From an optimization exercise on the open Yosys and OpenROAD flow, aimed at small area, a short achievable clock period and few clock cycles per item; shortcuts taken in it are not production practice.
The RTL was checked by simulation tests, not by an equivalence proof against the original design.
No activity file was given, so power comes from the tool's default toggle rates.

--- design/flow/flow/run.sh ---
#!/bin/bash
# Layout flow: the standard flow (standard.sh, unchanged synthesis), with
# the input and output port buffers made from sky130_fd_sc_hd__buf_2 cells
# instead of the cell buffer_ports picks by default.
# The ORFS make output goes to standard.log; each step's own log is kept under
# orfs/logs/ by ORFS.
set -euo pipefail
export BUFFER_PORTS_ARGS="-buffer_cell sky130_fd_sc_hd__buf_2"
bash standard.sh > standard.log 2>&1
--- design/flow/standard.sh ---
#!/bin/bash
# synth_recipe.tcl (not shown) runs the flow's synth.tcl, then flattens the netlist and writes it again
# the make line also repeats each setting of config.mk as NAME=value (left out here)
make -C /OpenROAD-flow-scripts/flow DESIGN_CONFIG=/design/flow/config.mk WORK_HOME=/design/flow/orfs CLKGATE_MAP_FILE= SYNTH_SCRIPT=/design/flow/synth_recipe.tcl "${@:-finish}"
--- design/flow/config.mk ---
export PLATFORM = sky130hd
export DESIGN_NAME = message_fifo_with_search_unit
export DESIGN_NICKNAME = message_fifo_with_search_unit
export VERILOG_FILES = /design/flow/design.v
export SDC_FILE = /design/flow/constraint.sdc
export NUM_CORES = 4
export LEC_CHECK = 0
export CAP_MARGIN = 20
export CORE_MARGIN = 2
export CORE_UTILIZATION = 40
export CTS_CLUSTER_DIAMETER = 120
export CTS_CLUSTER_SIZE = 24
export SETUP_SLACK_MARGIN = 2.7
export SLEW_MARGIN = 20
export TNS_END_PERCENT = 20
--- design/flow/constraint.sdc ---
create_clock -name core_clock -period 5.0 [get_ports {i_clk}]
set_input_delay 1.0000 -clock core_clock [delete_from_list [all_inputs] [get_ports {i_clk}]]
set_output_delay 1.0000 -clock core_clock [all_outputs]
set_load 0.01 [all_outputs]
--- design/flow/design.v ---
package mfs_pkg;
    localparam int QUEUE_DEPTH = 16;
    localparam int CNT_W       = $clog2(QUEUE_DEPTH + 1);
    localparam int REQ_W       = 2;
    localparam int SRC_W       = 16;
    localparam int MSG_W       = 32;
    localparam int PRI_W       = 8;
    localparam int OCC_W       = 5;
    localparam int ENT_W       = SRC_W + MSG_W + PRI_W;
    localparam logic [REQ_W-1:0] REQ_ENQUEUE = 2'd0;
    localparam logic [REQ_W-1:0] REQ_DEQUEUE = 2'd1;
    localparam logic [REQ_W-1:0] REQ_SEARCH  = 2'd2;
    localparam logic [REQ_W-1:0] REQ_CLEAR   = 2'd3;
endpackage
module mfs_store (
    input  logic                                  i_clk,
    input  logic                                  i_shift,
    input  logic [mfs_pkg::ENT_W-1:0]             i_wr_entry,
    input  logic [mfs_pkg::MSG_W-1:0]             i_key,
    output logic [mfs_pkg::QUEUE_DEPTH-1:0]       o_hit,
    output logic [mfs_pkg::QUEUE_DEPTH*mfs_pkg::ENT_W-1:0] o_slots
);
    logic [mfs_pkg::ENT_W-1:0] r_mem [0:mfs_pkg::QUEUE_DEPTH-1];
    always_ff @(posedge i_clk) begin
        if (i_shift) begin
            r_mem[0] <= i_wr_entry;
            for (int i = 1; i < mfs_pkg::QUEUE_DEPTH; i++)
                r_mem[i] <= r_mem[i-1];
        end
    end
    always_comb begin
        for (int i = 0; i < mfs_pkg::QUEUE_DEPTH; i++) begin
            o_slots[i*mfs_pkg::ENT_W +: mfs_pkg::ENT_W] = r_mem[i];
            o_hit[i]  = (r_mem[i][mfs_pkg::PRI_W +: mfs_pkg::MSG_W] == i_key);
        end
    end
endmodule
module mfs_ctrl (
    input  logic [mfs_pkg::QUEUE_DEPTH-1:0]       i_pick,
    input  logic [mfs_pkg::QUEUE_DEPTH/4-1:0]     i_grp,
    input  logic [mfs_pkg::QUEUE_DEPTH*mfs_pkg::ENT_W-1:0] i_slots,
    output logic                                  o_found,
    output logic [mfs_pkg::ENT_W-1:0]             o_entry
);
    localparam int G = mfs_pkg::QUEUE_DEPTH / 4;
    logic [G-1:0]              gsel;
    logic [mfs_pkg::ENT_W-1:0] gval [0:G-1];
    always_comb begin
        for (int g = 0; g < G; g++) begin
            gsel[g] = i_grp[g];
            for (int h = g + 1; h < G; h++)
                gsel[g] = gsel[g] & !i_grp[h];
            gval[g] = '0;
            for (int k = 0; k < 4; k++)
                gval[g] = gval[g] | ({mfs_pkg::ENT_W{i_pick[4*g+k]}}
                                     & i_slots[(4*g+k)*mfs_pkg::ENT_W +: mfs_pkg::ENT_W]);
        end
        o_found = |i_grp;
        o_entry = '0;
        for (int g = 0; g < G; g++)
            o_entry = o_entry | ({mfs_pkg::ENT_W{gsel[g]}} & gval[g]);
    end
endmodule
module message_fifo_with_search_unit (
    input  logic       i_clk,
    input  logic       i_rst_n,
    input  logic                             i_req_valid,
    output logic                             o_req_ready,
    input  logic        [mfs_pkg::REQ_W-1:0] i_req_type,
    input  logic        [mfs_pkg::SRC_W-1:0] i_req_source,
    input  logic signed [mfs_pkg::MSG_W-1:0] i_req_message,
    input  logic        [mfs_pkg::PRI_W-1:0] i_req_priority,
    output logic                             o_rsp_valid,
    input  logic                             i_rsp_ready,
    output logic                             o_rsp_ok,
    output logic        [mfs_pkg::SRC_W-1:0] o_rsp_source,
    output logic signed [mfs_pkg::MSG_W-1:0] o_rsp_message,
    output logic        [mfs_pkg::PRI_W-1:0] o_rsp_priority,
    output logic        [mfs_pkg::OCC_W-1:0] o_rsp_occupancy
);
    localparam int D = mfs_pkg::QUEUE_DEPTH;
    localparam int G = D / 4;
    logic [D-1:0]               r_valid;     
    logic                       r_b_valid;
    logic                       r_b_ok;      
    logic [D-1:0]               r_b_pick;    
    logic [G-1:0]               r_b_grp;     
    logic                       r_out_valid;
    logic                       r_both;      
    logic                       r_out_ok;
    logic [mfs_pkg::ENT_W-1:0]  r_out_entry;
    logic [mfs_pkg::OCC_W-1:0]  r_out_occ;
    logic                       accept;
    logic                       full;
    logic                       empty;
    logic                       is_enq, is_deq, is_srch, is_clr;
    logic                       shift;
    logic [D-1:0]               hit;
    logic [D-1:0]               front;
    logic [D-1:0]               cand;
    logic [D-1:0]               lfirst;
    logic [G-1:0]               gany;
    logic [D*mfs_pkg::ENT_W-1:0] slots;
    logic                       found;
    logic [mfs_pkg::ENT_W-1:0]  entry;
    logic                       b_move;
    logic                       n_b_valid;
    logic                       n_out_valid;
    logic [mfs_pkg::OCC_W-1:0]  occ;
    assign full    = r_valid[D-1];
    assign empty   = !r_valid[0];
    assign is_enq  = (i_req_type == mfs_pkg::REQ_ENQUEUE);
    assign is_deq  = (i_req_type == mfs_pkg::REQ_DEQUEUE);
    assign is_srch = (i_req_type == mfs_pkg::REQ_SEARCH);
    assign is_clr  = (i_req_type == mfs_pkg::REQ_CLEAR);
    assign b_move      = !r_out_valid || i_rsp_ready;
    assign o_req_ready = !r_both || i_rsp_ready;
    assign accept      = i_req_valid && o_req_ready;
    assign shift       = accept && is_enq && !full;
    assign front = r_valid & ~{1'b0, r_valid[D-1:1]};
    always_comb begin
        occ = '0;
        for (int i = 0; i < D; i++)
            if (front[i])
                occ = occ | mfs_pkg::OCC_W'(i + 1);
    end
    mfs_store u_store (
        .i_clk      (i_clk),
        .i_shift    (shift),
        .i_wr_entry ({i_req_source, i_req_message, i_req_priority}),
        .i_key      (i_req_message),
        .o_hit      (hit),
        .o_slots    (slots)
    );
    always_comb begin
        cand = is_deq ? front : (is_srch ? (hit & r_valid) : '0);
        for (int g = 0; g < G; g++) begin
            gany[g] = |cand[4*g +: 4];
            lfirst[4*g+3] = cand[4*g+3];
            lfirst[4*g+2] = cand[4*g+2] & !cand[4*g+3];
            lfirst[4*g+1] = cand[4*g+1] & !cand[4*g+2] & !cand[4*g+3];
            lfirst[4*g+0] = cand[4*g+0] & !cand[4*g+1] & !cand[4*g+2] & !cand[4*g+3];
        end
    end
    mfs_ctrl u_pick (
        .i_pick  (r_b_pick),
        .i_grp   (r_b_grp),
        .i_slots (slots),
        .o_found (found),
        .o_entry (entry)
    );
    always_ff @(posedge i_clk) begin
        if (!i_rst_n) begin
            r_valid <= '0;
        end else if (accept) begin
            if (is_enq && !full)
                r_valid <= {r_valid[D-2:0], 1'b1};
            else if (is_deq && !empty)
                r_valid <= {1'b0, r_valid[D-1:1]};
            else if (is_clr)
                r_valid <= '0;
        end
    end
    always_comb begin
        n_b_valid = r_b_valid;
        if (accept)
            n_b_valid = 1'b1;
        else if (b_move)
            n_b_valid = 1'b0;
        n_out_valid = r_out_valid;
        if (r_b_valid && b_move)
            n_out_valid = 1'b1;
        else if (i_rsp_ready)
            n_out_valid = 1'b0;
    end
    always_ff @(posedge i_clk) begin
        if (!i_rst_n) begin
            r_b_valid   <= 1'b0;
            r_out_valid <= 1'b0;
            r_both      <= 1'b0;
        end else begin
            r_b_valid   <= n_b_valid;
            r_out_valid <= n_out_valid;
            r_both      <= n_b_valid && n_out_valid;
        end
    end
    always_ff @(posedge i_clk) begin
        if (accept) begin
            r_b_ok   <= (is_enq && !full) || is_clr;
            r_b_pick <= lfirst;
            r_b_grp  <= gany;
        end
    end
    always_ff @(posedge i_clk) begin
        if (r_b_valid && b_move) begin
            r_out_ok    <= r_b_ok || found;
            r_out_entry <= entry;
            r_out_occ   <= occ;
        end
    end
    assign o_rsp_valid     = r_out_valid;
    assign o_rsp_ok        = r_out_ok;
    assign o_rsp_source    = r_out_entry[mfs_pkg::PRI_W + mfs_pkg::MSG_W +: mfs_pkg::SRC_W];
    assign o_rsp_message   = r_out_entry[mfs_pkg::PRI_W +: mfs_pkg::MSG_W];
    assign o_rsp_priority  = r_out_entry[0 +: mfs_pkg::PRI_W];
    assign o_rsp_occupancy = r_out_occ;
endmodule
==> flow_summary.toml, run 1 <==
[outcome]
run_status = "no timing/DRC/antenna violations"

[timing]
min_period_ns = 2.50
worst_pin_slew_ns = 0.927
maxSlewViolCount = 0
hold_viol = 0
rsz0062_at_grt = "true"
setup_viol = 0
slew_headroom_pct = 38.2
setup_ws_ns = 2.50
timing.final.crit_share_pct = 50.0
fmax_mhz = 400
fin_worst_skew_ns = 0.0403

[global_routing]
antenna_found_initial = 6
grt_pass1_wl_um = 187000
grt_overflow = 0
grt_start_max_net_pins = 91
grt_usage_pct = 23.9
grt_pass1_vias = 25300

[placement]
dp_hpwl_um = 91000
pre_cts_slack_ns = 1.30
gp_congestion = 1.03
place_area_um2 = 44400
numPortBuffers = 125

[detailed_routing]
wire_per_inst_um = 31.6
drt_iter0_markers = 4034
wl_um = 134000
ant_nets = 0
vias = 26800
drc_errors = 0
drt_pre_antenna_iters = 6
via_per_inst = 6.34

[final_layout]
diodes = 0
area_delta_synth_final_pct = 11.9
nFillCells = 9135
final_cell_area_um2 = 47200
multi_input_area_um2 = 12000
layout.nets = 2878
seq_area_um2 = 29800
post-route-util_pct = 45.0
final_cell_mix = "edfxtp_1 (979), xor2_1 (361), a22oi_1 (232)"
layout_commonest_cell = "edfxtp_1"
drive_gt1_share_pct = 14.4

[logic_synthesis]
avgSynthCellArea_um2 = 15.6
synth_top_area_cell = "edfxtp_1"
synth-seq-area-share_pct = 70.6
syn_area_um2 = 42200
async_reset_ff_share_pct = 0
yosys_warnings = 5
syn_nets = 2758
synthTopCellsByArea = "edfxtp_1 (70%), xor2_1 (7.7%), a22oi_1 (4.1%)"
yosys.area_share.adder_pct = 0
synthFlopType = "edfxtp_1"
synth_compound_area_share_pct = 12.0
synth_top_family_by_area = "compound AO/OA/AOI/OAI gates"
synthSimpleGateAreaFrac_pct = 4.38
synth_top_area_share_pct = 69.7
synth_edf_count = 979
synthMuxAreaShare_pct = 0
syn_inst = 2696
synth.distinct_cells = 45
synth-seq-cells = 998
synth_xor_xnor_area_share_pct = 10.6

[setup_path]
worstSetupPathType = "flop to flop"
endpoint = "r_out_entry[39]"
worstPathArrival_ns = 2.78
ff2ff_path_depth = 5
cp-end-kind = "flop"
worstPathRequired_ns = 5.28
r2r_end = "r_out_entry[39]"
reg2reg_from = "r_b_grp[3]"
crit_start = "r_b_grp[3]"
startpoint_type = "flop"
rrSetupSlack_ns = 2.50
critPathMaxFanout = 22

[power]
p_int_w = 0.0118
pwr-share-clk_pct = 28.7
ir_worst_vdd_uv = 239
seq_power_share_pct = 61.3
p_leak_nw = 15.2
power_switching_share_pct = 25.1
powerDensity_nw_per_um2 = 333
power_w = 0.0157
power.switching_w = 0.00394
pwr-share-comb_pct = 10.1

[cts]
cts_root_buf = "clkbuf_16"
tritoncts = "built"
htreeDepth = 2
cts_made_buffers = 48
clock-sinks = 998
clock_latency_ns = 0.68
clk_pin_slew_ns = 0.11
cts_max_path_buffers = 3

[floorplan]
dieArea_um2 = 108000
core-area_um2 = 105000
die_x_um = 329
die_y_um = 329
num_rows = 119
initial_utilization_pct = 40.2
ios = 126

[job]
cap_violations = 0

[hold_path]
hp-start = "u_store.r_mem[13][42]"
holdCritPathClass = "flop to flop"
-- registers in the layout (all words and copies together) (netlist names) --
register and flops:
r_b_valid 1, r_b_ok 1, r_out_valid 1, r_b_grp 4, r_b_pick 16, r_out_occ 5
r_out_ok 1, r_both 1, r_out_entry 56, u_store.r_mem 896, r_valid 16
-- critical path, stage by stage (launching register included) --
cell and delay [ns]:
edfxtp_1 0.46, buf_6 0.32, nand2b_4 0.43, a21oi_1 0.08, a21oi_1 0.37, o221ai_1 0.44
-- timing repair --
action | CTS | global route
hold buffers | 0 | 0
endpoints found under the setup margin | 964 | 58
pin swaps | 8 | 44
gates cloned | 3 | 0
gates resized for setup | 73 | 137
buffers inserted | 12 | 45
-- area by class of cell --
cell class / instances / area share (%)
inverters: 4 / 0.0318
well taps: 1391 / 3.69
clock buffers: 67 / 2.74
clock inverters: 5 / 0.119
multi-input cells: 1503 / 25.4
flip-flops and latches: 998 / 63.1
repair buffers: 261 / 4.92
-- worst min path at each step --
stage,end,cells past startpoint
2_1_floorplan,u_store.r_mem[5][54],0
3_3_place_gp,u_store.r_mem[2][55],0
3_5_place_dp,u_store.r_mem[2][42],0
4_1_cts,u_store.r_mem[14][42],0
5_1_grt,u_store.r_mem[14][42],0
6_report,u_store.r_mem[14][42],0
-- power by group through the flow --
stage	sequential, W	combinational, W	clock, W
5_1_grt	0.00964	0.00164	0.00483
2_1_floorplan	0.00980	0.000814	0
4_1_cts	0.00961	0.00148	0.00457
3_3_place_gp	0.00979	0.00141	0
6_report	0.00962	0.00158	0.00450
3_5_place_dp	0.00980	0.00142	0
-- cells in the mapped netlist, types with 3 or more instances --
cell and n:
dfxtp_1 19, nor2_1 23, a22oi_1 233, nand3_1 8, a22o_1 117, buf_4 23
buf_1 23, nor4_2 5, xor2_1 369, a221oi_1 122, inv_1 4, o221ai_1 56
nor3b_1 10, nand4b_1 4, nand4_1 62, and3_1 3, nor3_1 19, edfxtp_1 979
buf_6 19, nand2b_1 6, or4_1 3, a21oi_1 117, nand2_1 69, buf_2 27
nor4_1 92, clkbuf_1 102, nor2b_1 15, xnor2_1 143
-- metrics by stage --
step                      setup TNS, ns  hold WS, ns  instances
final                                 0        0.439       4229
after CTS                             0        0.444       4184
after floorplan                -2737.28        0.426       2696
after detailed placement              0        0.434       4097
after global routing                  0        0.449       4229
after global placement                0        0.429       4094
-- logic make-up after synthesis --
group,after synthesis
DFF,998
AOI/OAI and AO/OA,663
xor gates and xnor gates,512
and+or+nand+nor,325
buffers and inverters,198
-- routing by layer --
layer	track usage, %	share of wire [%]
met3	5.02	11
met1	34.2	41
met5	0	0.031
met4	9.35	4.5
met2	35.4	44
Testbench counts, summed over its fixed seeds: cycles 24,016, items 24,000.
==> inputs of run 2 (changes only) <==
--- a/design/flow/config.mk
+++ b/design/flow/config.mk
@@ -12,4 +12,3 @@
 export CTS_CLUSTER_SIZE = 24
-export SETUP_SLACK_MARGIN = 2.7
+export SETUP_SLACK_MARGIN = 2.8
 export SLEW_MARGIN = 20
-export TNS_END_PERCENT = 20
==> flow_summary.toml, run 2 <==
[global_routing]
antenna_found_initial = 5
grt_pass1_vias = 25700
grt_overflow = 0
grt_usage_pct = 24.7
grt_start_max_net_pins = 102
grt_pass1_wl_um = 193000

[timing]
setup_viol = 0
rsz0062_at_grt = "true"
slew_headroom_pct = 35.9
maxSlewViolCount = 0
worst_pin_slew_ns = 0.961
timing.final.crit_share_pct = 47.7
fmax_mhz = 419
min_period_ns = 2.39
setup_ws_ns = 2.61
hold_viol = 0
fin_worst_skew_ns = 0.0300
hold_slack_ns = 0.450

[cts]
cts_root_buf = "clkbuf_16"
clock_latency_ns = 0.66
cts_made_buffers = 48
cts_max_path_buffers = 3
clock-sinks = 998
tritoncts = "built"
hold_buffers = 0
clk_pin_slew_ns = 0.10
htreeDepth = 2

[floorplan]
core-area_um2 = 105000
dieArea_um2 = 108000
die_x_um = 329
num_rows = 119
die_y_um = 329
ios = 126
initial_utilization_pct = 40.2

[setup_path]
startpoint_type = "input pin"
worstSetupPathType = "input pin to flop"
cp_cell_sequence = "buf_12, buf_12, buf_8, xor2_2, nor4_2, nand4_1, nor4_1, a22o_2, nor4b_2"
cp_common_cell = "buf_12"
worstPathArrival_ns = 2.80
cp-end-kind = "flop"
critPathMaxFanout = 6
worstPathRequired_ns = 5.42
slowest_delay_ns = 0.34
crit_slowest_cell = "nor4_1"

[job]
cap_violations = 0

[final_layout]
largest_reg_flops = 896
multi_input_area_um2 = 12500
seq_area_um2 = 29800
nFillCells = 9145
layout_commonest_cell = "edfxtp_1"
top_register = "u_store.r_mem"
drive_gt1_share_pct = 16.4
area_delta_synth_final_pct = 13.1
layout.nets = 2875
reg.largest.list = "u_store.r_mem: 896 flops, r_out_entry: 56 flops"
post-route-util_pct = 45.5
final_cell_mix = "edfxtp_1 (979), xor2_1 (360), a22oi_1 (233)"
diodes = 0

[logic_synthesis]
synth-seq-area-share_pct = 70.6
synthTopCellsByArea = "edfxtp_1 (70%), xor2_1 (7.7%), a22oi_1 (4.1%)"
synth_edf_count = 979
synth_top_area_share_pct = 69.7
syn_area_um2 = 42200
synth_top_area_cell = "edfxtp_1"
yosysMostFrequentCell = "edfxtp_1"
avgSynthCellArea_um2 = 15.6
synth.distinct_cells = 45
syn_nets = 2758
syn_inst = 2696
async_reset_ff_share_pct = 0
synthFlopType = "edfxtp_1"
synth-seq-cells = 998
yosys-top-cells-count = "edfxtp_1 (979), xor2_1 (369), a22oi_1 (233), xnor2_1 (143), a221oi_1 (122)"
yosys_warnings = 5

[detailed_routing]
vias = 26800
wl_um = 139000
via_per_inst = 6.36
wire_per_inst_um = 32.9
drt_iter0_markers = 4127
drc_errors = 0
ant_nets = 0
drt_pre_antenna_iters = 9

[power]
ir_worst_vdd_uv = 276
powerDensity_nw_per_um2 = 331
p_leak_nw = 15.3

[placement]
gp_congestion = 0.979
dp_hpwl_um = 91700
pre_cts_slack_ns = 1.26
numPortBuffers = 125

[outcome]
run_status = "no timing/DRC/antenna violations"

[hold_path]
holdCritPathClass = "flop to flop"
## run 2: worst paths after layout
path	endpoint	slack, ns	cells after the start	from
worst max-delay path	r_b_pick[12]	2.61	9	i_req_message[11]
worst min-delay path	u_store.r_mem[2][55]	0.45	0	u_store.r_mem[1][55]
worst max register to register	r_b_pick[4]	2.68	6	u_store.r_mem[7][19]
worst min register to register	u_store.r_mem[2][55]	0.45	0	u_store.r_mem[1][55]
## run 2: cell families (layout without fill, tap and decap cells)
group	Yosys count	after routing	share of synthesized area, %
buf+inv	198	318	2.38
compound gates	663	663	12.0
xor+xnor	512	512	10.6
simple gates	325	330	4.38
flops	998	998	70.6
## run 2: area by class of cell
class | count | area share, %
clock buffer | 51 | 2.63
clock inverter | 7 | 0.183
inverter | 4 | 0.0393
multi-input combinational | 1505 | 26.2
sequential | 998 | 62.4
tap | 1391 | 3.65
timing repair buffer | 255 | 4.91
timing repair inverter | 1 | 0.0105
## run 2: stage by stage
step                      total power [W]  instance area [um2]  std cells  setup TNS (ns)
after floorplan                    0.0106                42400       2696        -2737.28
after global placement             0.0112                44300       4086               0
after detailed placement           0.0112                44300       4086               0
after CTS                          0.0158                47100       4194               0
after global routing               0.0162                47700       4212               0
final                              0.0158                47700       4212               0
## run 2: power by group
part           total [W]  internal (W)  switching (W)
Sequential       0.00963       0.00942       0.000204
Clock            0.00452       0.00187        0.00265
Combinational    0.00166      0.000536        0.00112
## run 2: repair_timing
action	in CTS	in global routing
gates resized for setup	211	79
buffers inserted	45	13
cloned	5	5
endpoints found under the setup margin	1033	316
pin swaps	38	43
## run 2: routing by layer
layer | routed length, um | track usage, % | vias to the layer above
li1 | - | - | 10900
met1 | 57800 | 36.3 | 13800
met3 | 15000 | 5.27 | 204
met5 | 27 | 0 | -
met2 | 60500 | 36.3 | 1803
met4 | 5210 | 8.27 | 4
## run 2: worst max-delay path, delay by kind of cell
kind            cells  cell delay (ns)
simple gates        4             1.01
compound gates      1             0.24
xor+xnor            1             0.14
buf+inv             3             0.39
==> inputs of run 3 (changes only) <==
--- a/design/flow/config.mk
+++ b/design/flow/config.mk
@@ -7,2 +7,3 @@
 export LEC_CHECK = 0
+export ABC_CLOCK_PERIOD_IN_PS = 2400
 export CAP_MARGIN = 20
@@ -12,3 +13,3 @@
 export CTS_CLUSTER_SIZE = 24
-export SETUP_SLACK_MARGIN = 2.8
+export SETUP_SLACK_MARGIN = 2.7
 export SLEW_MARGIN = 20
==> flow_summary.toml, run 3 <==
[global_routing]
busiest_layer = "met1"
grt_overflow = 0
grt_usage_pct = 23.7
grt_start_max_net_pins = 111
met1_usage_pct = 34.9
antenna_found_initial = 5
met2_usage_pct = 34.8
grt_pass1_wl_um = 186000
grt_pass1_vias = 25100
grt_use_met3_pct = 4.88

[detailed_routing]
via_per_inst = 6.28
wire_per_inst_um = 31.6
drc_errors = 0
drt_iter0_markers = 4204
wl_um = 133000
drt_pre_antenna_iters = 6
ant_nets = 0
vias = 26400

[floorplan]
num_rows = 119
dieArea_um2 = 108000
die_x_um = 329
ios = 126
initial_utilization_pct = 40.2
core-area_um2 = 105000
die_y_um = 329

[cts]
cts_root_buf = "clkbuf_16"
clock-sinks = 998
htreeDepth = 2
clk_pin_slew_ns = 0.10
cts_max_path_buffers = 3
clock_latency_ns = 0.67
hold_buffers = 0
cts_made_buffers = 48
tritoncts = "built"

[setup_path]
startpoint_type = "input pin"
worstPathArrival_ns = 2.84
worstSetupPathType = "input pin to flop"
cp-end-kind = "flop"
crit_slowest_cell = "nor4_2"
critPathMaxFanout = 17
cp_common_cell = "nor4_2"
cp_cell_sequence = "buf_6, xor2_1, nor4_2, nand4_1, nor4_2, a22oi_2, nor4b_2"
slowest_delay_ns = 0.38
critPathBufInv = 1
critPathTopFamily = "simple AND/OR/NAND/NOR gates"
worstPathRequired_ns = 5.43

[placement]
dp_cells = 4097
numPortBuffers = 125
dp_hpwl_um = 90500
place_area_um2 = 44400
gp_congestion = 0.969
pre_cts_slack_ns = 1.29

[timing]
min_period_ns = 2.41
rsz0062_at_grt = "true"
setup_viol = 0
fin_tns_setup_ns = 0
worst_pin_slew_ns = 1.11
slew_headroom_pct = 26.3
maxSlewViolCount = 0
hold_viol = 0
timing.final.crit_share_pct = 48.2
setup_ws_ns = 2.59
fmax_mhz = 415
fin_worst_skew_ns = 0.0467
hold_slack_ns = 0.441

[logic_synthesis]
synth_top_area_cell = "edfxtp_1"
synth_edf_count = 979
synthFlopType = "edfxtp_1"
syn_nets = 2758
syn_inst = 2696
avgSynthCellArea_um2 = 15.6
yosysMostFrequentCell = "edfxtp_1"
yosys_warnings = 5
yosys-top-cells-count = "edfxtp_1 (979), xor2_1 (369), a22oi_1 (233), xnor2_1 (143), a221oi_1 (122)"
synth.distinct_cells = 45
async_reset_ff_share_pct = 0
synthTopCellsByArea = "edfxtp_1 (70%), xor2_1 (7.7%), a22oi_1 (4.1%)"
synth-seq-cells = 998
syn_area_um2 = 42200
synth-seq-area-share_pct = 70.6
synth_top_area_share_pct = 69.7

[final_layout]
largest_reg_flops = 896
final_cell_area_um2 = 47300
drive_gt1_share_pct = 15.0
layout_commonest_cell = "edfxtp_1"
diodes = 0
fin_cells = 4208
layout.nets = 2868
final_cell_mix = "edfxtp_1 (979), xor2_1 (361), a22oi_1 (231)"
top_register = "u_store.r_mem"
reg.largest.list = "u_store.r_mem: 896 flops, r_out_entry: 56 flops"
area_delta_synth_final_pct = 12.1

[power]
p_leak_nw = 15.1
ir_worst_vdd_uv = 233
powerDensity_nw_per_um2 = 332

[outcome]
run_status = "no timing/DRC/antenna violations"

[job]
cap_violations = 0

[hold_path]
holdCritPathClass = "flop to flop"
[run 3: changes by cell type in the layout (fill, tap and decap cells not counted), sizes merged]
cell / delta
nand2: -1
bufbuf: -1
and3: -1
clkinv: -3
buf: -2
clkbuf: +2
inv: +2
[run 3: worst paths after layout]
check	slack, ns	endpoint	from	cells past startpoint
max reg2reg	2.66	r_out_entry[38]	r_b_grp[2]	2
min reg2reg	0.44	u_store.r_mem[5][1]	u_store.r_mem[4][1]	0
max	2.59	r_b_pick[0]	i_req_message[1]	7
min	0.44	u_store.r_mem[5][1]	u_store.r_mem[4][1]	0
[run 3: cells by family after synthesis]
logic type,Yosys count,share of synthesized area (%)
compound gates,663,12.0
xor+xnor,512,10.6
buf+inv,198,2.38
flops,998,70.6
simple gates,325,4.38
[run 3: metal layers]
metal | share of wire (%) | vias up | wire (um)
li1 | - | 10900 | -
met1 | 42 | 13700 | 55500
met2 | 44 | 1616 | 58600
met3 | 10 | 211 | 13900
met4 | 3.9 | 4 | 5160
met5 | 0.020 | - | 27
[run 3: what timing repair did]
item,CTS,global route
resized for setup,140,91
pin swaps,18,45
gates cloned,2,3
setup buffers,27,18
endpoints found under the setup margin,965,38
endpoints found under the hold margin,0,0
[run 3: report_power, final]
group / internal (W) / switching, W
clock network: 0.00182 / 0.00267
registers: 0.00942 / 0.000199
logic: 0.000513 / 0.00107
total: 0.0118 / 0.00394
[run 3: final cells by class]
class / count / area, um2
Timing Repair Buffer: 250 / 2220
Clock inverter: 6 / 91.3
Inverter: 4 / 18.8
Tap cell: 1391 / 1740
Timing Repair inverter: 1 / 5.00
Sequential cell: 998 / 29800
Multi-Input combinational cell: 1503 / 12200
Fill cell: 9124 / 57700
Clock buffer: 55 / 1230
[run 3: worst register-to-register path, stage by stage (launching register included)]
cell      delay, ns
edfxtp_1       0.65
nand2b_2       0.63
o221ai_1       0.75
[run 3: stage by stage]
step           total power (W)  utilization, %
5_1_grt                 0.0161            45.0
3_3_place_gp            0.0112            42.3
4_1_cts                 0.0157            44.4
6_report                0.0157            45.0
2_1_floorplan           0.0106               -
3_5_place_dp            0.0112            42.3
==> inputs of run 4 (changes only) <==
--- a/design/flow/config.mk
+++ b/design/flow/config.mk
@@ -7,3 +7,2 @@
 export LEC_CHECK = 0
-export ABC_CLOCK_PERIOD_IN_PS = 2400
 export CAP_MARGIN = 20
@@ -13,2 +12,3 @@
 export CTS_CLUSTER_SIZE = 24
+export GPL_TIMING_DRIVEN = 0
 export SETUP_SLACK_MARGIN = 2.7
==> flow_summary.toml, run 4 <==
[logic_synthesis]
synth.distinct_cells = 45
synth_top_area_cell = "edfxtp_1"
synthTopCellsByArea = "edfxtp_1 (70%), xor2_1 (7.7%), a22oi_1 (4.1%)"
syn_nets = 2758
synth_top_area_share_pct = 69.7
synth-seq-cells = 998
yosys_warnings = 5
syn_inst = 2696
syn_area_um2 = 42200
yosys-top-cells-count = "edfxtp_1 (979), xor2_1 (369), a22oi_1 (233), xnor2_1 (143), a221oi_1 (122)"
avgSynthCellArea_um2 = 15.6
synthFlopType = "edfxtp_1"
synth_edf_count = 979
async_reset_ff_share_pct = 0
synth-seq-area-share_pct = 70.6
yosysMostFrequentCell = "edfxtp_1"

[power]
powerDensity_nw_per_um2 = 321
ir_worst_vdd_uv = 268
p_leak_nw = 16.4

[timing]
fin_worst_skew_ns = 0.0492
maxSlewViolCount = 0
fmax_mhz = 395
rsz0062_at_grt = "true"
hold_viol = 0
timing.final.crit_share_pct = 50.7
worst_pin_slew_ns = 1.02
setup_viol = 0
slew_headroom_pct = 31.6
min_period_ns = 2.53

[final_layout]
area_delta_synth_final_pct = 18.7
drive_gt1_share_pct = 22.0
final_cell_area_um2 = 50100
nFillCells = 9037
reg.largest.list = "u_store.r_mem: 896 flops, r_out_entry: 56 flops"
final_cell_mix = "edfxtp_1 (979), xor2_1 (336), a22oi_1 (228)"
layout_commonest_cell = "edfxtp_1"
largest_reg_flops = 896
layout.nets = 3059
top_register = "u_store.r_mem"
post-route-util_pct = 47.7

[job]
cap_violations = 0

[setup_path]
reg2reg_from = "u_store.r_mem[7][18]"
worstSetupPathType = "input pin to flop"
rrSetupSlack_ns = 2.59
ff2ff_path_depth = 6
worstPathArrival_ns = 3.06
worstPathRequired_ns = 5.53
startpoint_type = "input pin"
cp-end-kind = "flop"
r2r_end = "r_b_pick[4]"
critPathMaxFanout = 10

[global_routing]
grt_use_met3_pct = 5.04
antenna_found_initial = 3
grt_usage_pct = 28.3
busiest_layer = "met1"
grt_start_max_net_pins = 59
grt_pass1_vias = 26000
met1_usage_pct = 42.3
grt_pass1_wl_um = 212000
met2_usage_pct = 41.5
grt_overflow = 0

[floorplan]
die_x_um = 329
num_rows = 119
dieArea_um2 = 108000
core-area_um2 = 105000
die_y_um = 329
ios = 126
initial_utilization_pct = 40.2

[cts]
cts_max_path_buffers = 3
cts_made_buffers = 47
tritoncts = "built"
htreeDepth = 2
cts_root_buf = "clkbuf_16"
clk_pin_slew_ns = 0.11
clock_latency_ns = 0.69
hold_buffers = 0
clock-sinks = 998

[hold_path]
hp-start = "u_store.r_mem[13][2]"
holdCritPathClass = "flop to flop"
hold_end = "u_store.r_mem[14][2]"
holdPathStages = 0

[detailed_routing]
wl_um = 157000
via_per_inst = 6.31
wire_per_inst_um = 35.6
drc_errors = 0
vias = 27800
ant_nets = 0
drt_iter0_markers = 4295
drt_pre_antenna_iters = 6

[outcome]
run_status = "no timing/DRC/antenna violations"

[placement]
numPortBuffers = 125
gp_congestion = 1.00
place_area_um2 = 45300
dp_hpwl_um = 117000
==> run 4: cell count changes in the layout (fill, tap and decap cells not counted), moves of 14 or more <==
cell      delta
buf_2       +45
a21oi_1     -16
a221oi_1    -17
clkbuf_2    +58
clkbuf_1    +36
xor2_1      -25
xor2_2      +14
buf_16      +20
buf_12      +24
==> run 4: what timing repair did <==
action,4_1_cts,5_1_grt
endpoints found under the setup margin,798,217
gates resized for setup,447,84
cloned,16,3
buffers inserted,81,7
pin swaps,74,18
==> run 4: logic make-up (layout without fill, tap and decap cells) <==
group           count (synthesis)  after routing  share of synthesized area (%)
compound gates                663            663                           12.0
xor+xnor                      512            512                           10.6
buf+inv                       198            515                           2.38
flops                         998            998                           70.6
other cells                     0              1                              0
simple gates                  325            327                           4.38
==> run 4: worst max path at each step <==
| stage | from | endpoint | cells after the start |
|---|---|---|---|
| 3_3_place_gp | i_req_type[0] | r_valid[15] | 5 |
| 4_1_cts | i_req_message[10] | r_b_pick[8] | 9 |
| 2_1_floorplan | i_req_type[0] | r_valid[15] | 4 |
| 6_report | i_req_message[29] | r_b_grp[0] | 10 |
| 5_1_grt | i_req_message[22] | r_b_grp[0] | 10 |
| 3_5_place_dp | i_req_type[0] | u_store.r_mem[1][13] | 7 |
==> run 4: metrics by stage <==
stage               setup slack (ns)  instances  hold WS (ns)  power, W  setup TNS, ns
finish                          2.47       4407         0.453    0.0161              0
global route                    2.47       4406         0.461    0.0164              0
CTS                             2.55       4396         0.451    0.0160              0
global placement               -6.00       4212         0.428    0.0114       -5095.33
floorplan                      -3.32       2696         0.426    0.0106       -2737.28
detailed placement              1.06       4232         0.435    0.0114              0
==> run 4: worst max-delay path, cell delays in order <==
cell      delay, ns
buf_2          0.17
buf_6          0.21
buf_12         0.19
xor2_1         0.10
nor4_2         0.45
nand2_1        0.12
nor4_2         0.33
a31oi_1        0.15
buf_4          0.22
nand4b_1       0.11
==> run 4: power by group <==
group          switching [W]  leakage [nW]  total, W  internal (W)
combinational        0.00127          6.60   0.00194      0.000671
clock                0.00273         0.627   0.00449       0.00176
sequential          0.000206          9.18   0.00963       0.00942
total                0.00420          16.4    0.0161        0.0119
==> run 4: per-layer routing <==
metal | routed length (um) | up-vias
met5 | 0 | -
met1 | 66300 | 14300
li1 | - | 11300
met4 | 5900 | 0
met3 | 16600 | 225
met2 | 68100 | 1930
==> run 4: final cells by class <==
| class | instances | area (um2) | share of cell area [%] |
|---|---|---|---|
| clock inverters | 4 | 66.3 | 0.132 |
| repair inverters | 1 | 5.00 | 0.0100 |
| clock buffers | 63 | 1240 | 2.47 |
| flip-flops and latches | 998 | 29800 | 59.5 |
| inverters | 4 | 18.8 | 0.0375 |
| repair buffers | 249 | 2460 | 4.91 |
| plain buffers | 194 | 1800 | 3.59 |
| multi-input cells | 1502 | 13000 | 25.9 |
| diodes | 1 | 2.50 | 0.00500 |
| well taps | 1391 | 1740 | 3.48 |
==> inputs of run 5 (changes only) <==
--- a/design/flow/config.mk
+++ b/design/flow/config.mk
@@ -12,3 +12,2 @@
 export CTS_CLUSTER_SIZE = 24
-export GPL_TIMING_DRIVEN = 0
 export SETUP_SLACK_MARGIN = 2.7
==> flow_summary.toml, run 5 <==
[outcome]
run_status = "no timing/DRC/antenna violations"

[timing]
rsz0062_at_grt = "true"
timing.final.crit_share_pct = 48.2
min_period_ns = 2.41
fmax_mhz = 415
hold_viol = 0
slew_headroom_pct = 26.3
maxSlewViolCount = 0
worst_pin_slew_ns = 1.11
setup_viol = 0
fin_worst_skew_ns = 0.0467

[global_routing]
antenna_found_initial = 5
grt_start_max_net_pins = 111
grt_usage_pct = 23.7
grt_pass1_vias = 25100
grt_pass1_wl_um = 186000
grt_overflow = 0

[logic_synthesis]
yosys_warnings = 5
syn_area_um2 = 42200
synth_top_area_share_pct = 69.7
avgSynthCellArea_um2 = 15.6
yosys-top-cells-count = "edfxtp_1 (979), xor2_1 (369), a22oi_1 (233), xnor2_1 (143), a221oi_1 (122)"
synth_edf_count = 979
synthFlopType = "edfxtp_1"
synth_top_area_cell = "edfxtp_1"
synthTopCellsByArea = "edfxtp_1 (70%), xor2_1 (7.7%), a22oi_1 (4.1%)"
yosysMostFrequentCell = "edfxtp_1"
synth-seq-cells = 998
synth-seq-area-share_pct = 70.6
synth.distinct_cells = 45
syn_inst = 2696
async_reset_ff_share_pct = 0
syn_nets = 2758

[placement]
gp_congestion = 0.969
dp_hpwl_um = 90500
numPortBuffers = 125

[floorplan]
initial_utilization_pct = 40.2
die_x_um = 329
dieArea_um2 = 108000
die_y_um = 329
num_rows = 119
core-area_um2 = 105000
ios = 126

[job]
cap_violations = 0

[power]
power_switching_share_pct = 25.1
power.switching_w = 0.00394
powerDensity_nw_per_um2 = 332
pwr-share-comb_pct = 10.1
ir_worst_vdd_uv = 233
seq_power_share_pct = 61.3
p_int_w = 0.0118
power_w = 0.0157
p_leak_nw = 15.1
pwr-share-clk_pct = 28.6

[detailed_routing]
drt_iter0_markers = 4204
via_per_inst = 6.28
wire_per_inst_um = 31.6
ant_nets = 0
highest_layer = "met5"
drt_pre_antenna_iters = 6
drc_errors = 0
dr_wl_met2_um = 58600
routed-wl-met3_um = 13900
wl_um = 133000
vias = 26400
drt-met1-wl_um = 55500

[cts]
tritoncts = "built"
clk_pin_slew_ns = 0.10
cts_made_buffers = 48
cts_root_buf = "clkbuf_16"
htreeDepth = 2
cts_max_path_buffers = 3
clock_latency_ns = 0.67
clock-sinks = 998

[setup_path]
cp_common_cell = "nor4_2"
worstPathArrival_ns = 2.84
crit_slowest_cell = "nor4_2"
cp_cell_sequence = "buf_6, xor2_1, nor4_2, nand4_1, nor4_2, a22oi_2, nor4b_2"
worstPathRequired_ns = 5.43
cp-end-kind = "flop"
critPathTopFamily = "simple AND/OR/NAND/NOR gates"
slowest_delay_ns = 0.38
startpoint_type = "input pin"
worstSetupPathType = "input pin to flop"
critPathBufInv = 1
critPathMaxFanout = 17
rrSetupSlack_ns = 2.66

[hold_path]
holdCritPathClass = "flop to flop"

[final_layout]
post-route-util_pct = 45.0
top_register = "u_store.r_mem"
area_delta_synth_final_pct = 12.1
largest_reg_flops = 896
nFillCells = 9124
drive_gt1_share_pct = 15.0
final_cell_mix = "edfxtp_1 (979), xor2_1 (361), a22oi_1 (231)"
layout.nets = 2868
layout_commonest_cell = "edfxtp_1"
reg.largest.list = "u_store.r_mem: 896 flops, r_out_entry: 56 flops"
diodes = 0
## run 5: layout make-up
cell class | instances | area, um2 | area share (%)
repair buffers | 250 | 2220 | 4.70
multi-input cells | 1503 | 12200 | 25.8
inverters | 4 | 18.8 | 0.0397
clock inverters | 6 | 91.3 | 0.193
clock buffers | 55 | 1230 | 2.60
flip-flops and latches | 998 | 29800 | 63.0
well taps | 1391 | 1740 | 3.68
repair inverters | 1 | 5.00 | 0.0106
## run 5: worst paths after layout
| path | from | cells past startpoint | endpoint |
|---|---|---|---|
| setup / recovery | i_req_message[1] | 7 | r_b_pick[0] |
| hold / removal | u_store.r_mem[4][1] | 0 | u_store.r_mem[5][1] |
| setup reg to reg | r_b_grp[2] | 2 | r_out_entry[38] |
| hold reg to reg | u_store.r_mem[4][1] | 0 | u_store.r_mem[5][1] |
## run 5: per-stage QoR
| step | hold WS (ns) | setup slack, ns | std cells | setup TNS (ns) | cell area (um2) |
|---|---|---|---|---|---|
| 2_1_floorplan | 0.426 | -3.32 | 2696 | -2737.28 | 42400 |
| 3_3_place_gp | 0.430 | 1.29 | 4096 | 0 | 44400 |
| 3_5_place_dp | 0.433 | 1.29 | 4097 | 0 | 44400 |
| 4_1_cts | 0.431 | 2.57 | 4187 | 0 | 46600 |
| 5_1_grt | 0.454 | 2.64 | 4208 | 0 | 47300 |
| 6_report | 0.441 | 2.59 | 4208 | 0 | 47300 |
## run 5: worst register-to-register path, delay by kind of cell, from the launching register on
| family | cells | cell delay, ns |
|---|---|---|
| flip-flops | 1 | 0.65 |
| AND/OR/NAND/NOR | 1 | 0.63 |
| AO/OA/AOI/OAI | 1 | 0.75 |
## run 5: metal layers
| metal | up-vias | track usage [%] |
|---|---|---|
| met4 | 4 | 8.23 |
| li1 | 10900 | - |
| met1 | 13700 | 34.9 |
| met2 | 1616 | 34.8 |
| met3 | 211 | 4.88 |
| met5 | - | 0 |
## run 5: kinds of logic after synthesis
family	synth area share, %
compound gates	12.0
buf+inv	2.38
xor+xnor	10.6
simple gates	4.38
flops	70.6
## run 5: timing repair
action                                  CTS  global route
endpoints found under the setup margin  965            38
gates cloned                              2             3
hold buffers                              0             0
gates resized for setup                 140            91
pin swaps                                18            45
buffers inserted                         27            18
## run 5: power groups by stage
stage	clock (W)	sequential [W]	combinational (W)
after floorplan	0	0.00980	0.000831
after global placement	0	0.00979	0.00141
after detailed placement	0	0.00980	0.00142
after CTS	0.00456	0.00961	0.00151
after global routing	0.00480	0.00964	0.00165
final	0.00450	0.00962	0.00158
==> inputs of run 6 (changes only) <==
--- a/design/flow/config.mk
+++ b/design/flow/config.mk
@@ -10,4 +10,5 @@
 export CORE_UTILIZATION = 40
-export CTS_CLUSTER_DIAMETER = 120
-export CTS_CLUSTER_SIZE = 24
+export CTS_BUF_LIST = sky130_fd_sc_hd__clkbuf_8 sky130_fd_sc_hd__clkbuf_16
+export CTS_CLUSTER_DIAMETER = 100
+export CTS_CLUSTER_SIZE = 16
 export SETUP_SLACK_MARGIN = 2.7
==> flow_summary.toml, run 6 <==
[final_layout]
area_delta_synth_final_pct = 13.3
largest_reg_flops = 896
drive_gt1_share_pct = 15.6
nFillCells = 9107
layout_commonest_cell = "edfxtp_1"
post-route-util_pct = 45.5
final_cell_mix = "edfxtp_1 (979), xor2_1 (363), a22oi_1 (232)"
reg.largest.list = "u_store.r_mem: 896 flops, r_out_entry: 56 flops"
layout.nets = 2888
top_register = "u_store.r_mem"

[cts]
cts_root_buf = "clkbuf_16"
cts_made_buffers = 73
tritoncts = "built"
clock-sinks = 998
clk_pin_slew_ns = 0.09
cts_max_path_buffers = 3
clock_latency_ns = 0.66
htreeDepth = 3

[detailed_routing]
ant_nets = 0
drt_iter0_markers = 4254
wl_um = 133000
wire_per_inst_um = 31.5
vias = 26600
via_per_inst = 6.29
drt_pre_antenna_iters = 6
drc_errors = 0

[logic_synthesis]
synthFlopType = "edfxtp_1"
yosys-top-cells-count = "edfxtp_1 (979), xor2_1 (369), a22oi_1 (233), xnor2_1 (143), a221oi_1 (122)"
synth.distinct_cells = 45
synth-seq-area-share_pct = 70.6
yosys_warnings = 5
synth_edf_count = 979
synth_top_area_cell = "edfxtp_1"
avgSynthCellArea_um2 = 15.6
synth-seq-cells = 998
async_reset_ff_share_pct = 0
yosysMostFrequentCell = "edfxtp_1"
syn_area_um2 = 42200
synth_top_area_share_pct = 69.7
synthTopCellsByArea = "edfxtp_1 (70%), xor2_1 (7.7%), a22oi_1 (4.1%)"
syn_inst = 2696
syn_nets = 2758

[placement]
numPortBuffers = 125
gp_congestion = 0.969
dp_hpwl_um = 90500

[global_routing]
grt_pass1_vias = 25300
grt_usage_pct = 24.0
antenna_found_initial = 10
met1_usage_pct = 34.6
met2_usage_pct = 34.8
busiest_layer = "met2"
grt_overflow = 0
grt_use_met3_pct = 5.89
grt_pass1_wl_um = 187000
grt_start_max_net_pins = 111

[setup_path]
worstSetupPathType = "input pin to flop"
crit_start = "i_req_message[28]"
cp-end-kind = "flop"
worstPathRequired_ns = 5.47
crit_slowest_cell = "nor4_1"
r2r_end = "r_b_pick[12]"
rrSetupSlack_ns = 2.68
cp_cell_sequence = "buf_6, xor2_1, nor4_1, nand4_1, nor4_1, a21oi_1, nor4b_2"
startpoint_type = "input pin"
ff2ff_path_depth = 6
endpoint = "r_b_pick[12]"
reg2reg_from = "u_store.r_mem[12][16]"
worstPathArrival_ns = 2.90
slowest_delay_ns = 0.52
critPathMaxFanout = 17
cp_common_cell = "nor4_1"

[floorplan]
die_x_um = 329
num_rows = 119
initial_utilization_pct = 40.2
core-area_um2 = 105000
ios = 126
dieArea_um2 = 108000
die_y_um = 329

[timing]
setup_viol = 0
fmax_mhz = 411
maxSlewViolCount = 0
rsz0062_at_grt = "true"
fin_tns_setup_ns = 0
worst_pin_slew_ns = 0.950
timing.final.crit_share_pct = 48.6
fin_worst_skew_ns = 0.0356
hold_viol = 0
slew_headroom_pct = 36.7
hold_slack_ns = 0.434
min_period_ns = 2.43

[power]
pwr-share-comb_pct = 9.4
ir_worst_vdd_uv = 226
power_switching_share_pct = 24.9
seq_power_share_pct = 57.2
p_leak_nw = 15.4
power.switching_w = 0.00418
powerDensity_nw_per_um2 = 352
p_int_w = 0.0126
pwr-share-clk_pct = 33.4

[outcome]
run_status = "no timing/DRC/antenna violations"

[hold_path]
holdCritPathClass = "flop to flop"

[job]
cap_violations = 0
==> run 6: cell counts after synthesis <==
Identical to the previous run, type by type.
==> run 6: cell families (layout without fill, tap and decap cells) <==
logic type	Yosys count	after routing	synth area share [%]
XOR/XNOR	512	512	10.6
AND/OR/NAND/NOR	325	329	4.38
flip-flops	998	998	70.6
buffers and inverters	198	338	2.38
other	0	3	0
AO/OA/AOI/OAI	663	663	12.0
==> run 6: worst max-delay path: cells and delay by family <==
| family | cells | cell delay [ns] |
|---|---|---|
| and+or+nand+nor | 4 | 1.36 |
| buffers and inverters | 1 | 0.25 |
| AOI/OAI and AO/OA | 1 | 0.15 |
| xor gates and xnor gates | 1 | 0.13 |
==> run 6: worst min path at each step <==
| stage | from | endpoint | slack, ns | depth (start not counted) |
|---|---|---|---|---|
| finish | u_store.r_mem[1][48] | u_store.r_mem[2][48] | 0.43 | 0 |
| global route | u_store.r_mem[14][0] | u_store.r_mem[15][0] | 0.45 | 0 |
| CTS | u_store.r_mem[7][1] | u_store.r_mem[8][1] | 0.43 | 0 |
| detailed placement | u_store.r_mem[5][0] | u_store.r_mem[6][0] | 0.43 | 0 |
| global placement | u_store.r_mem[10][7] | u_store.r_mem[11][7] | 0.43 | 0 |
| floorplan | u_store.r_mem[4][54] | u_store.r_mem[5][54] | 0.43 | 0 |
==> run 6: layout make-up <==
type / instances / area (um2) / area share, %
Inverter: 4 / 18.8 / 0.0393
Clock buffer: 75 / 1880 / 3.93
Timing Repair Buffer: 244 / 2120 / 4.43
Multi-Input combinational cell: 1504 / 12100 / 25.4
Timing Repair inverter: 1 / 5.00 / 0.0105
Clock inverter: 14 / 128 / 0.267
Antenna cell: 3 / 7.51 / 0.0157
Sequential cell: 998 / 29800 / 62.3
Tap cell: 1391 / 1740 / 3.64
==> run 6: per-stage QoR <==
stage | total power (W) | worst slack, ns | area [um2] | std cells
after floorplan | 0.0106 | -3.32 | 42400 | 2696
after global placement | 0.0112 | 1.29 | 44400 | 4096
after detailed placement | 0.0112 | 1.29 | 44400 | 4097
after CTS | 0.0168 | 2.65 | 47300 | 4213
after global routing | 0.0173 | 2.58 | 47800 | 4231
final | 0.0168 | 2.57 | 47800 | 4234
==> run 6: what timing repair did <==
item | in CTS | in global routing
gates resized for setup | 146 | 65
endpoints found under the setup margin | 967 | 49
hold buffers | 0 | 0
pin swaps | 26 | 36
buffers inserted | 24 | 16
gates cloned | 3 | 2
==> run 6: power by group through the flow <==
stage	clock network (W)	logic, W	registers [W]
finish	0.00561	0.00158	0.00962
global route	0.00597	0.00164	0.00964
global placement	0	0.00141	0.00979
CTS	0.00571	0.00152	0.00961
detailed placement	0	0.00142	0.00980
floorplan	0	0.000831	0.00980
==> run 6: metal layers <==
| metal | share of wire [%] | up-vias |
|---|---|---|
| li1 | - | 11000 |
| met1 | 42 | 13800 |
| met2 | 44 | 1604 |
| met3 | 11 | 219 |
| met4 | 4.0 | 2 |
| met5 | 0.0067 | - |
==> inputs of run 7 (changes only) <==
--- a/design/flow/config.mk
+++ b/design/flow/config.mk
@@ -10,6 +10,6 @@
 export CORE_UTILIZATION = 40
-export CTS_BUF_LIST = sky130_fd_sc_hd__clkbuf_8 sky130_fd_sc_hd__clkbuf_16
-export CTS_CLUSTER_DIAMETER = 100
-export CTS_CLUSTER_SIZE = 16
-export SETUP_SLACK_MARGIN = 2.7
+export CTS_BUF_LIST = sky130_fd_sc_hd__clkbuf_8
+export CTS_CLUSTER_DIAMETER = 80
+export CTS_CLUSTER_SIZE = 12
+export SETUP_SLACK_MARGIN = 2.6
 export SLEW_MARGIN = 20
==> flow_summary.toml, run 7 <==
[logic_synthesis]
synthTopCellsByArea = "edfxtp_1 (70%), xor2_1 (7.7%), a22oi_1 (4.1%)"
async_reset_ff_share_pct = 0
syn_inst = 2696
syn_area_um2 = 42200
yosys-top-cells-count = "edfxtp_1 (979), xor2_1 (369), a22oi_1 (233), xnor2_1 (143), a221oi_1 (122)"
syn_nets = 2758
yosysMostFrequentCell = "edfxtp_1"
avgSynthCellArea_um2 = 15.6
synth_top_area_share_pct = 69.7
synth-seq-area-share_pct = 70.6
synthFlopType = "edfxtp_1"
yosys_warnings = 5
synth.distinct_cells = 45
synth_top_area_cell = "edfxtp_1"
synth_edf_count = 979
synth-seq-cells = 998

[setup_path]
worstPathRequired_ns = 5.51
reg2reg_from = "r_b_grp[3]"
cp-end-kind = "flop"
critPathMaxFanout = 17
cp_cell_sequence = "buf_4, xor2_1, nor4_1, nand4_1, nor4_1, a22oi_1, nor4b_2"
r2r_end = "r_out_entry[23]"
rrSetupSlack_ns = 2.56
critPathBufInv = 1
worstSetupPathType = "input pin to flop"
ff2ff_path_depth = 5
slowest_delay_ns = 0.60
startpoint_type = "input pin"
cp_common_cell = "nor4_1"
worstPathArrival_ns = 2.96
critPathTopFamily = "simple AND/OR/NAND/NOR gates"
crit_slowest_cell = "nor4_1"

[global_routing]
grt_start_max_net_pins = 129
grt_overflow = 0
antenna_found_initial = 4
grt_usage_pct = 23.7
grt_pass1_wl_um = 186000
grt_pass1_vias = 25500

[detailed_routing]
ant_nets = 0
vias = 26400
drt_pre_antenna_iters = 6
wire_per_inst_um = 31.0
via_per_inst = 6.23
drt_iter0_markers = 3712
drc_errors = 0
wl_um = 131000

[timing]
min_period_ns = 2.44
worst_pin_slew_ns = 0.997
setup_viol = 0
setup_ws_ns = 2.56
rsz0062_at_grt = "true"
maxSlewViolCount = 0
timing.final.crit_share_pct = 48.9
slew_headroom_pct = 33.4
fin_worst_skew_ns = 0.0591
fmax_mhz = 409
hold_viol = 0
fin_tns_setup_ns = 0

[final_layout]
layout.nets = 2882
largest_reg_flops = 896
drive_gt1_share_pct = 13.9
final_cell_area_um2 = 46500
area_delta_synth_final_pct = 10.2
reg.largest.list = "u_store.r_mem: 896 flops, r_out_entry: 56 flops"
post-route-util_pct = 44.3
final_cell_mix = "edfxtp_1 (979), xor2_1 (369), a22oi_1 (233)"
top_register = "u_store.r_mem"
fin_cells = 4235
layout_commonest_cell = "edfxtp_1"

[floorplan]
core-area_um2 = 105000
die_x_um = 329
die_y_um = 329
ios = 126
num_rows = 119
initial_utilization_pct = 40.2
dieArea_um2 = 108000

[power]
powerDensity_nw_per_um2 = 336
ir_worst_vdd_uv = 170
p_leak_nw = 15.0

[placement]
dp_cells = 4088
place_area_um2 = 44300
gp_congestion = 0.978
pre_cts_slack_ns = 1.42
numPortBuffers = 125
dp_hpwl_um = 89900

[hold_path]
holdPathStages = 1
hold_end = "u_store.r_mem[0][7]"
holdCritPathClass = "input pin to flop"
hp-start = "i_req_priority[7]"

[outcome]
run_status = "no timing/DRC/antenna violations"

[cts]
hold_buffers = 0
clock_latency_ns = 0.77
clock-sinks = 998
cts_made_buffers = 93
cts_root_buf = "clkbuf_8"
cts_max_path_buffers = 3
tritoncts = "built"
clk_pin_slew_ns = 0.09
htreeDepth = 3

[job]
cap_violations = 0
run 7: layout make-up:
type,instances,area (um2)
clock buffer,95,1310
inverter,4,18.8
timing repair buffer,222,1700
antenna,1,2.50
multi-input combinational,1501,11800
tap,1391,1740
fill,9318,58500
sequential,998,29800
clock inverter,23,129
run 7: kinds of logic after synthesis:
| group | count (synthesis) | share of synthesized area [%] |
|---|---|---|
| buffers and inverters | 198 | 2.38 |
| and+or+nand+nor | 325 | 4.38 |
| xor gates and xnor gates | 512 | 10.6 |
| DFF | 998 | 70.6 |
| AOI/OAI and AO/OA | 663 | 12.0 |
run 7: worst reg2reg max path, delay by kind of cell (launching register included):
family	cells	cell delay (ns)
buf+inv	2	0.55
compound gates	1	0.68
flops	1	0.45
simple gates	2	0.46
run 7: worst max path at each step:
stage | from | slack [ns] | end | cells past startpoint
finish | i_req_message[10] | 2.56 | r_b_pick[8] | 7
global route | i_req_message[11] | 2.50 | r_b_pick[0] | 8
CTS | r_out_entry[52] | 2.53 | o_rsp_source[12] | 1
detailed placement | i_req_message[14] | 1.42 | r_b_pick[0] | 7
global placement | i_req_message[18] | 1.44 | r_b_pick[4] | 7
floorplan | i_req_type[0] | -3.32 | r_valid[15] | 4
run 7: routing by layer:
layer	GRT usage, %	vias up	wire, um
met5	0	-	0
li1	-	10900	-
met2	35.1	1655	58100
met4	8.89	0	4870
met3	4.97	205	13100
met1	34.3	13600	55100
run 7: per-stage QoR:
| stage | hold slack, ns | total power, W |
|---|---|---|
| floorplan | 0.426 | 0.0106 |
| global placement | 0.431 | 0.0112 |
| detailed placement | 0.432 | 0.0112 |
| CTS | 0.367 | 0.0157 |
| global route | 0.384 | 0.0161 |
| finish | 0.431 | 0.0156 |
run 7: repair_timing:
| item | in CTS | in global routing |
|---|---|---|
| pin swaps | 3 | 8 |
| gates resized for setup | 59 | 50 |
| cloned | 1 | 0 |
| endpoints found under the setup margin | 954 | 32 |
| buffers inserted | 17 | 9 |
run 7: power by group:
part	total, W	internal (W)	switching [W]
combinational	0.00149	0.000462	0.00102
clock	0.00451	0.00173	0.00278
sequential	0.00963	0.00943	0.000204
==> inputs of run 8 (changes only) <==
--- a/design/flow/config.mk
+++ b/design/flow/config.mk
@@ -13,3 +13,4 @@
 export CTS_CLUSTER_SIZE = 12
-export SETUP_SLACK_MARGIN = 2.6
+export PLACE_DENSITY = 0.7
+export SETUP_SLACK_MARGIN = 2.7
 export SLEW_MARGIN = 20
==> flow_summary.toml, run 8 <==
[final_layout]
multi_input_area_um2 = 11900
layout.nets = 2892
final_cell_mix = "edfxtp_1 (979), xor2_1 (366), a22oi_1 (233)"
nFillCells = 9247
reg.largest.list = "u_store.r_mem: 896 flops, r_out_entry: 56 flops"
layout_commonest_cell = "edfxtp_1"
fin_cells = 4249
seq_area_um2 = 29800
drive_gt1_share_pct = 14.7
largest_reg_flops = 896
top_register = "u_store.r_mem"
area_delta_synth_final_pct = 11.1

[cts]
cts_made_buffers = 94
clock-sinks = 998
clk_pin_slew_ns = 0.09
htreeDepth = 3
clock_latency_ns = 0.79
cts_root_buf = "clkbuf_8"
cts_max_path_buffers = 3
hold_buffers = 0
tritoncts = "built"

[setup_path]
rrSetupSlack_ns = 2.55
reg2reg_from = "r_b_pick[7]"
crit_start = "r_b_pick[7]"
worstSetupPathType = "flop to flop"
critPathMaxFanout = 33
cp-end-kind = "flop"
r2r_end = "r_out_entry[21]"
ff2ff_path_depth = 4
endpoint = "r_out_entry[21]"
worstPathRequired_ns = 5.46
worstPathArrival_ns = 2.91
startpoint_type = "flop"

[logic_synthesis]
synth_top_area_cell = "edfxtp_1"
syn_area_um2 = 42200
synthTopCellsByArea = "edfxtp_1 (70%), xor2_1 (7.7%), a22oi_1 (4.1%)"
synthFlopType = "edfxtp_1"
synth.distinct_cells = 45
synth-seq-area-share_pct = 70.6
avgSynthCellArea_um2 = 15.6
synth-seq-cells = 998
syn_inst = 2696
yosys-top-cells-count = "edfxtp_1 (979), xor2_1 (369), a22oi_1 (233), xnor2_1 (143), a221oi_1 (122)"
yosys_warnings = 5
synth_edf_count = 979
syn_nets = 2758
async_reset_ff_share_pct = 0
synth_top_area_share_pct = 69.7
yosysMostFrequentCell = "edfxtp_1"

[timing]
timing.final.crit_share_pct = 48.9
fin_worst_skew_ns = 0.0728
rsz0062_at_grt = "true"
slew_headroom_pct = 22.2
hold_viol = 0
setup_ws_ns = 2.55
fmax_mhz = 409
setup_viol = 0
min_period_ns = 2.45
worst_pin_slew_ns = 1.17
maxSlewViolCount = 0
hold_slack_ns = 0.435

[power]
p_int_w = 0.0117
seq_power_share_pct = 61.4
pwr-share-clk_pct = 29.0
pwr-share-comb_pct = 9.6
p_leak_nw = 15.1
power.switching_w = 0.00399
ir_worst_vdd_uv = 237
powerDensity_nw_per_um2 = 335
power_w = 0.0157
power_switching_share_pct = 25.5

[placement]
dp_cells = 4090
dp_hpwl_um = 86000
pre_cts_slack_ns = 1.47
gp_congestion = 1.01
numPortBuffers = 125

[global_routing]
grt_pass1_wl_um = 179000
grt_pass1_vias = 25300
grt_start_max_net_pins = 117
antenna_found_initial = 3
grt_overflow = 0
grt_usage_pct = 22.7

[outcome]
run_status = "no timing/DRC/antenna violations"

[detailed_routing]
drc_errors = 0
wl_um = 127000
drt_iter0_markers = 4070
ant_nets = 0
via_per_inst = 6.22
vias = 26400
drt_pre_antenna_iters = 6
wire_per_inst_um = 29.8

[floorplan]
die_x_um = 329
core-area_um2 = 105000
ios = 126
num_rows = 119
dieArea_um2 = 108000
die_y_um = 329
initial_utilization_pct = 40.2

[hold_path]
holdCritPathClass = "input pin to flop"

[job]
cap_violations = 0
-- run 8: cell count changes in the layout (fill, tap and decap cells not counted), sizes merged --
cell	delta
bufinv	+1
nand2b	+1
clkbuf	-1
buf	+8
clkinvlp	+3
inv	+2
-- run 8: through the flow --
stage	utilization (%)	area (um2)	setup TNS, ns
final	44.6	46900	0
after global routing	44.6	46900	0
after CTS	44.2	46400	0
after detailed placement	42.3	44400	0
after global placement	42.3	44400	0
after floorplan	-	42400	-2737.28
-- run 8: power by group through the flow --
stage	Sequential (W)	Combinational (W)	Clock (W)
floorplan	0.00980	0.000831	0
global placement	0.00980	0.00137	0
detailed placement	0.00981	0.00138	0
CTS	0.00961	0.00144	0.00462
global route	0.00964	0.00158	0.00490
finish	0.00962	0.00151	0.00454
-- run 8: worst min-delay path by stage --
stage | from | endpoint | slack, ns | cells past startpoint
6_report | i_req_source[7] | u_store.r_mem[0][47] | 0.44 | 1
5_1_grt | i_req_priority[7] | u_store.r_mem[0][7] | 0.41 | 1
4_1_cts | i_req_priority[7] | u_store.r_mem[0][7] | 0.38 | 1
3_5_place_dp | u_store.r_mem[2][44] | u_store.r_mem[3][44] | 0.43 | 0
3_3_place_gp | u_store.r_mem[10][54] | u_store.r_mem[11][54] | 0.43 | 0
2_1_floorplan | u_store.r_mem[4][54] | u_store.r_mem[5][54] | 0.43 | 0
-- run 8: layout make-up --
class / instances / area share [%]
sequential: 998 / 63.5
multi-input combinational: 1502 / 25.4
timing repair buffer: 230 / 4.15
tap: 1391 / 3.71
clock buffer: 94 / 2.76
clock inverter: 29 / 0.384
inverter: 4 / 0.0400
antenna: 1 / 0.00534
-- run 8: metal layers --
metal	vias up	global-route usage [%]	wire length (um)
li1	11000	-	-
met1	13400	32.1	50700
met2	1800	32.9	55100
met3	266	5.80	14500
met4	2	10.6	6140
met5	-	0	7
-- run 8: critical path, stage by stage (launching register included) --
cell,delay (ns)
edfxtp_1,0.39
buf_4,0.29
a22o_1,0.26
a221oi_1,0.91
o221ai_1,0.28
-- run 8: cell families after synthesis --
group,count (synthesis),share of synthesized area [%]
DFF,998,70.6
AOI/OAI and AO/OA,663,12.0
buffers and inverters,198,2.38
xor gates and xnor gates,512,10.6
and+or+nand+nor,325,4.38
-- run 8: timing repair --
| action | in CTS | in global routing |
|---|---|---|
| gates cloned | 2 | 1 |
| pin swaps | 6 | 26 |
| setup endpoints to repair | 1006 | 247 |
| gates resized for setup | 86 | 63 |
| buffers inserted | 15 | 17 |
==> inputs of run 9 (changes only) <==
--- a/design/flow/config.mk
+++ b/design/flow/config.mk
@@ -13,3 +13,2 @@
 export CTS_CLUSTER_SIZE = 12
-export PLACE_DENSITY = 0.7
 export SETUP_SLACK_MARGIN = 2.7
==> flow_summary.toml, run 9 <==
[outcome]
run_status = "no timing/DRC/antenna violations"

[logic_synthesis]
syn_inst = 2696
syn_nets = 2758
synth_top_area_cell = "edfxtp_1"
synth-seq-cells = 998
synth_top_area_share_pct = 69.7
yosysMostFrequentCell = "edfxtp_1"
async_reset_ff_share_pct = 0
synth.distinct_cells = 45
synth-seq-area-share_pct = 70.6
synthFlopType = "edfxtp_1"
avgSynthCellArea_um2 = 15.6
yosys-top-cells-count = "edfxtp_1 (979), xor2_1 (369), a22oi_1 (233), xnor2_1 (143), a221oi_1 (122)"
yosys_warnings = 5
syn_area_um2 = 42200
synth_edf_count = 979
synthTopCellsByArea = "edfxtp_1 (70%), xor2_1 (7.7%), a22oi_1 (4.1%)"

[global_routing]
antenna_found_initial = 7
grt_usage_pct = 24.0
grt_pass1_vias = 25500
busiest_layer = "met2"
grt_start_max_net_pins = 111
met1_usage_pct = 34.6
grt_pass1_wl_um = 187000
grt_use_met3_pct = 5.56
grt_overflow = 0
met2_usage_pct = 35.0

[setup_path]
cp_cell_sequence = "buf_2"
worstPathRequired_ns = 4.00
rrSetupSlack_ns = 2.68
critPathBufInv = 1
worstPathArrival_ns = 1.34
critPathMaxFanout = 1
slowest_delay_ns = 0.44
critPathTopFamily = "flip-flops"
cp-end-kind = "output pin"
crit_slowest_cell = "edfxtp_1"
worstSetupPathType = "flop to output pin"
startpoint_type = "flop"

[placement]
gp_congestion = 0.969
numPortBuffers = 125
place_area_um2 = 44400
dp_hpwl_um = 90500
dp_cells = 4097

[floorplan]
dieArea_um2 = 108000
num_rows = 119
die_x_um = 329
die_y_um = 329
ios = 126
core-area_um2 = 105000
initial_utilization_pct = 40.2

[timing]
fmax_mhz = 427
timing.final.crit_share_pct = 46.8
setup_viol = 0
fin_worst_skew_ns = 0.0579
rsz0062_at_grt = "true"
slew_headroom_pct = 33.9
hold_viol = 0
worst_pin_slew_ns = 0.991
maxSlewViolCount = 0
min_period_ns = 2.34

[detailed_routing]
ant_nets = 0
drt_iter0_markers = 3886
wire_per_inst_um = 31.4
drc_errors = 0
vias = 26600
via_per_inst = 6.25
drt_pre_antenna_iters = 6
wl_um = 134000

[final_layout]
final_cell_mix = "edfxtp_1 (979), xor2_1 (369), a22oi_1 (232)"
area_delta_synth_final_pct = 11.3
final_cell_area_um2 = 46900
largest_reg_flops = 896
drive_gt1_share_pct = 15.3
layout.nets = 2900
nFillCells = 9214
reg.largest.list = "u_store.r_mem: 896 flops, r_out_entry: 56 flops"
fin_cells = 4253
layout_commonest_cell = "edfxtp_1"
top_register = "u_store.r_mem"

[cts]
cts_made_buffers = 93
cts_max_path_buffers = 3
clock_latency_ns = 0.79
clock-sinks = 998
tritoncts = "built"
cts_root_buf = "clkbuf_8"
clk_pin_slew_ns = 0.09
htreeDepth = 3
hold_buffers = 0

[power]
p_leak_nw = 15.1
powerDensity_nw_per_um2 = 334
ir_worst_vdd_uv = 184

[job]
cap_violations = 0

[hold_path]
holdCritPathClass = "input pin to flop"
run 9: changes by cell type in the layout (fill, tap and decap cells not counted), sizes merged:
cell | previous run | this run
buf | 227 | 231
bufinv | 1 | 0
clkbuf | 97 | 99
inv | 27 | 24
nand2 | 69 | 70
nand2b | 7 | 8
run 9: final cells by class:
type                    count  area, um2  share of cell area [%]
multi-input cells        1504      12000                    25.6
repair inverters            1       5.00                  0.0107
well taps                1391       1740                    3.71
flip-flops and latches    998      29800                    63.4
repair buffers            236       1960                    4.18
inverters                   4       18.8                  0.0400
clock inverters            24        135                   0.288
diodes                      1       2.50                 0.00533
clock buffers              94       1290                    2.76
run 9: cells by family (layout without fill, tap and decap cells):
group                     count (synthesis)  in the layout  share of synthesized area (%)
xor gates and xnor gates                512            512                           10.6
AOI/OAI and AO/OA                       663            663                           12.0
DFF                                     998            998                           70.6
buffers and inverters                   198            359                           2.38
other                                     0              1                              0
and+or+nand+nor                         325            329                           4.38
run 9: layer usage:
metal | routed length (um) | part of all wire, % | up-vias
li1 | - | - | 11000
met1 | 55400 | 42 | 13800
met2 | 58700 | 44 | 1590
met3 | 14200 | 11 | 221
met4 | 5250 | 3.9 | 6
met5 | 40 | 0.030 | -
run 9: final timing paths:
path / from / endpoint / cells after the start
min reg2reg: u_store.r_mem[14][0] / u_store.r_mem[15][0] / 0
max reg2reg: r_b_grp[2] / r_out_entry[38] / 2
min: i_req_priority[2] / u_store.r_mem[0][2] / 1
max: r_out_entry[40] / o_rsp_source[0] / 1
run 9: timing repair:
| action | CTS | global route |
|---|---|---|
| gates cloned | 2 | 4 |
| gates resized for setup | 90 | 75 |
| buffers inserted | 19 | 12 |
| pin swaps | 9 | 27 |
| setup endpoints to repair | 1019 | 147 |
run 9: through the flow:
step | power (W) | utilization [%] | setup slack [ns] | hold WS [ns] | TNS, ns
detailed placement | 0.0112 | 42.3 | 1.29 | 0.433 | 0
floorplan | 0.0106 | - | -3.32 | 0.426 | -2737.28
global route | 0.0161 | 44.7 | 2.62 | 0.371 | 0
global placement | 0.0112 | 42.3 | 1.29 | 0.430 | 0
finish | 0.0157 | 44.7 | 2.66 | 0.418 | 0
CTS | 0.0157 | 44.2 | 2.55 | 0.347 | 0
run 9: power by group:
| group | internal [W] | switching (W) | total [W] |
|---|---|---|---|
| logic | 0.000489 | 0.00106 | 0.00155 |
| clock network | 0.00172 | 0.00280 | 0.00452 |
| registers | 0.00942 | 0.000198 | 0.00962 |
| total | 0.0116 | 0.00406 | 0.0157 |
